Source: an optimization exercise on an open RTL-to-GDS flow (aim: small area, a short achievable clock period and few clock cycles per item). Production flows keep margins and buffers that such runs may drop. The RTL was checked by simulation tests, not by an equivalence proof against the original design.

Setup of the previous run:
Design player_motion, start of the top module:
module player_motion #(
  parameter int QM         = 6,
  parameter int QN         = 10,
  parameter int MAP_BITS   = 4,
  parameter int START_X    = 1536,
  parameter int START_Y    = 11776,
  parameter int START_FX   = 0,
  parameter int START_FY   = -1024,
  parameter int START_VX   = 512,
  parameter int START_VY   = 0
) (
  input  logic                       clk,
  input  logic                       reset,
  input  logic                       tick,
  input  logic                       moveF,
  input  logic                       moveB,
  input  logic                       strafeL,
  input  logic                       strafeR,
  input  logic                       rotL,
  input  logic                       rotR,
  output logic                       map_req,
  output logic [MAP_BITS-1:0]        map_col,
  output logic [MAP_BITS-1:0]        map_row,
  input  logic                       map_ack,
  input  logic [1:0]                 map_val,
  output logic signed [QM+QN-1:0]    playerX,
  output logic signed [QM+QN-1:0]    playerY,
  output logic signed [QM+QN-1:0]    facingX,
  output logic signed [QM+QN-1:0]    facingY,
  output logic signed [QM+QN-1:0]    vplaneX,
  output logic signed [QM+QN-1:0]    vplaneY,
  output logic                       busy,
  output logic                       done,
  output logic                       missed
);
Settings: LEC_CHECK=0, ABC_AREA=1, CAP_MARGIN=20, CORE_MARGIN=2, CORE_UTILIZATION=40, SETUP_SLACK_MARGIN=4.0, SLEW_MARGIN=20; clock period 11.5 ns.
run.sh (not shown) runs the stock make flow with config.mk's settings and CLKGATE_MAP_FILE= SYNTH_SCRIPT=/design/flow/synth_recipe.tcl, a recipe that flattens the netlist after the stock synthesis.
Testbench counts of the previous run, summed over its fixed seeds: cycles 3,403, ticks 3,200.
> inputs changed (the previous run -> the current run)
-- flow/design.v --
<<< the previous run, line 51
  localparam int WD = WS - QN;        
  logic [WS-1:0] p5, q5, s1, s2;
  logic signed [WD-1:0] dp, dnp, dq, dnq, d1p, d1n, d2p, d2n, e1p, e1n, e2p, e2n;
  logic signed [WD-1:0] c1p_q, c1n_q, c2p_q, c2n_q;
  logic                 cand_ok_q;
  logic signed [WD-1:0] dx8, dy8;
>>> the current run, line 51
  localparam int WD = WS - QN;        
  logic [WS-1:0] p5, q5, s1, s2;
  logic signed [WD-1:0] dp, dnp, dq, dnq, d1p, d1n, d2p, d2n, gx, gy, ex, ey;
  logic signed [WD-2:0] cx_q, cy_q;   
  logic [1:0]           cs_q;
  logic                 cand_ok_q;
  logic signed [WD-1:0] dx8, dy8;
<<< the previous run, line 73
    d1n = neg_step(s1);
    d2n = neg_step(s2);
  end
  pm_diag u_e1p (.d(d1p), .y(e1p));
  pm_diag u_e1n (.d(d1n), .y(e1n));
  pm_diag u_e2p (.d(d2p), .y(e2p));
  pm_diag u_e2n (.d(d2n), .y(e2n));
  always_ff @(posedge clk) begin
    c1p_q <= e1p;
    c1n_q <= e1n;
    c2p_q <= e2p;
    c2n_q <= e2n;
  end
  always_comb begin
>>> the current run, line 74
    d1n = neg_step(s1);
    d2n = neg_step(s2);
    case ({bB, bL})
      2'b00:   begin gx = d2p; gy = d1p; end
      2'b01:   begin gx = d1p; gy = d2n; end
      2'b10:   begin gx = d1n; gy = d2p; end
      default: begin gx = d2n; gy = d1n; end
    endcase
  end
  pm_diag u_ex (.d(gx), .y(ex));
  pm_diag u_ey (.d(gy), .y(ey));
  always_ff @(posedge clk) begin
    cx_q <= ex[WD-2:0];
    cy_q <= ey[WD-2:0];
    cs_q <= {bB, bL};
  end
  always_comb begin
<<< the previous run, line 96
      4'b0010: begin dx8 = dnq; dy8 = dp;  end
      4'b0001: begin dx8 = dq;  dy8 = dnp; end
      4'b1010: begin dx8 = c2p_q; dy8 = c1p_q; end
      4'b1001: begin dx8 = c1p_q; dy8 = c2n_q; end
      4'b0110: begin dx8 = c1n_q; dy8 = c2p_q; end
      4'b0101: begin dx8 = c2n_q; dy8 = c1n_q; end
      default: ;
    endcase
>>> the current run, line 100
      4'b0010: begin dx8 = dnq; dy8 = dp;  end
      4'b0001: begin dx8 = dq;  dy8 = dnp; end
      4'b1010, 4'b1001, 4'b0110, 4'b0101: begin dx8 = WD'(cx_q); dy8 = WD'(cy_q); end
      default: ;
    endcase
<<< the previous run, line 114
  logic [CB-1:0] cell_x, cell_y;
  logic chg_x, chg_y, off_x, off_y, same_cx, same_ry, same_y, byp_y, cur_x, cur_y;
  logic known_x, rej_x, known_y, rej_y, wall_in, commit, moved, cand_use;
  logic signed [W-1:0] nxf, nyf;
  assign wall_in = map_val != 2'b00;
>>> the current run, line 115
  logic [CB-1:0] cell_x, cell_y;
  logic chg_x, chg_y, off_x, off_y, same_cx, same_ry, same_y, byp_y, cur_x, cur_y;
  logic known_x, rej_x, known_y, rej_y, wall_in, commit, moved, stale;
  logic signed [W-1:0] nxf, nyf;
  assign wall_in = map_val != 2'b00;
<<< the previous run, line 142
    end
    nyf    = rej_y ? py_q : ny;
    cand_use = (bF ^ bB) && (bL ^ bR);
    commit = known_x && known_y && (st_q != IDLE || (tick && (cand_ok_q || !cand_use)));
    moved  = nxf[TB-1:QN] != px_q[TB-1:QN] || nyf[TB-1:QN] != py_q[TB-1:QN];
    cur_x  = same_cx;
>>> the current run, line 143
    end
    nyf    = rej_y ? py_q : ny;
    stale  = (bF ^ bB) && (bL ^ bR) && (!cand_ok_q || cs_q != {bB, bL});
    commit = known_x && known_y && (st_q != IDLE || (tick && !stale));
    moved  = nxf[TB-1:QN] != px_q[TB-1:QN] || nyf[TB-1:QN] != py_q[TB-1:QN];
    cur_x  = same_cx;
<<< the previous run, line 175
      if (commit) begin
        st_q <= IDLE;
      end else if (st_q == IDLE && tick && !cand_ok_q && cand_use) begin
        st_q <= PRE;
      end else if ((st_q == IDLE && tick) || st_q == PRE || (st_q == PX && map_ack)) begin
>>> the current run, line 176
      if (commit) begin
        st_q <= IDLE;
      end else if (st_q == IDLE && tick && stale) begin
        st_q <= PRE;
      end else if ((st_q == IDLE && tick) || st_q == PRE || (st_q == PX && map_ack)) begin
### Flow results
Summary of the current run over the previous run: clock period minus final worst setup slack picked up an extra 120 ps, flip-flop and latch share of the layout cell area dropped 0.20 points, global placer's final weighted congestion has remained practically unchanged, average cell area after synthesis down about 2.2%.
Diff the previous run -> the current run: number of setup buffers added after CTS now larger, synthesized area shows a reduction of 6.7%.
Compared with the previous run, post-cts sizing count in the current run decreased slightly.
Count of sequential standard cells (the current run over the previous run): decrease, 14
Compared to the previous run, the current run has non-clock buffer area fraction after layout 0.52 points higher.
Status: residual DRC count parity (the current run, the previous run)
Looking only at vertical extent of the die, and setting everything else aside, the higher value of the previous run and the current run goes to the previous run.
NOTE count of clock-buffer cells in the layout the previous run->the current run decreased by more than 10%
Testbench counts of the current run, summed over its fixed seeds: cycles 3,473, ticks 3,200.

-- afterwards: timing with drivers on the ports --
The results above use ideal ports. As a check the final layouts listed here were re-extracted and re-timed, cells and wires unchanged. Step 1 (the two cells are an assumption about what drives the block):
set clk [get_ports {clk}]
set_driving_cell -lib_cell sky130_fd_sc_hd__clkbuf_16 $clk
set_driving_cell -lib_cell sky130_fd_sc_hd__buf_2 [delete_from_list [all_inputs] $clk]
Step 2 times the ports against the registers' clock, not the clock port: input delays grow and output delays shrink by t, the midpoint of the rising clock arrivals with the driver on. Three values: no drivers, after step 1, after step 2; two values: the first two.
run | t, ns | setup slack, ns | pins driven straight from the clock port
the previous run | 0.535 | 4.003 / 4.003 / 3.608 | 1
the current run | 0.514 | 3.881 / 3.881 / 3.705 | 1
After both steps every run listed still meets setup and hold. The setup slack of the previous run, which loses most, moves by 0.000 ns with the drivers and by -0.395 ns with both steps.
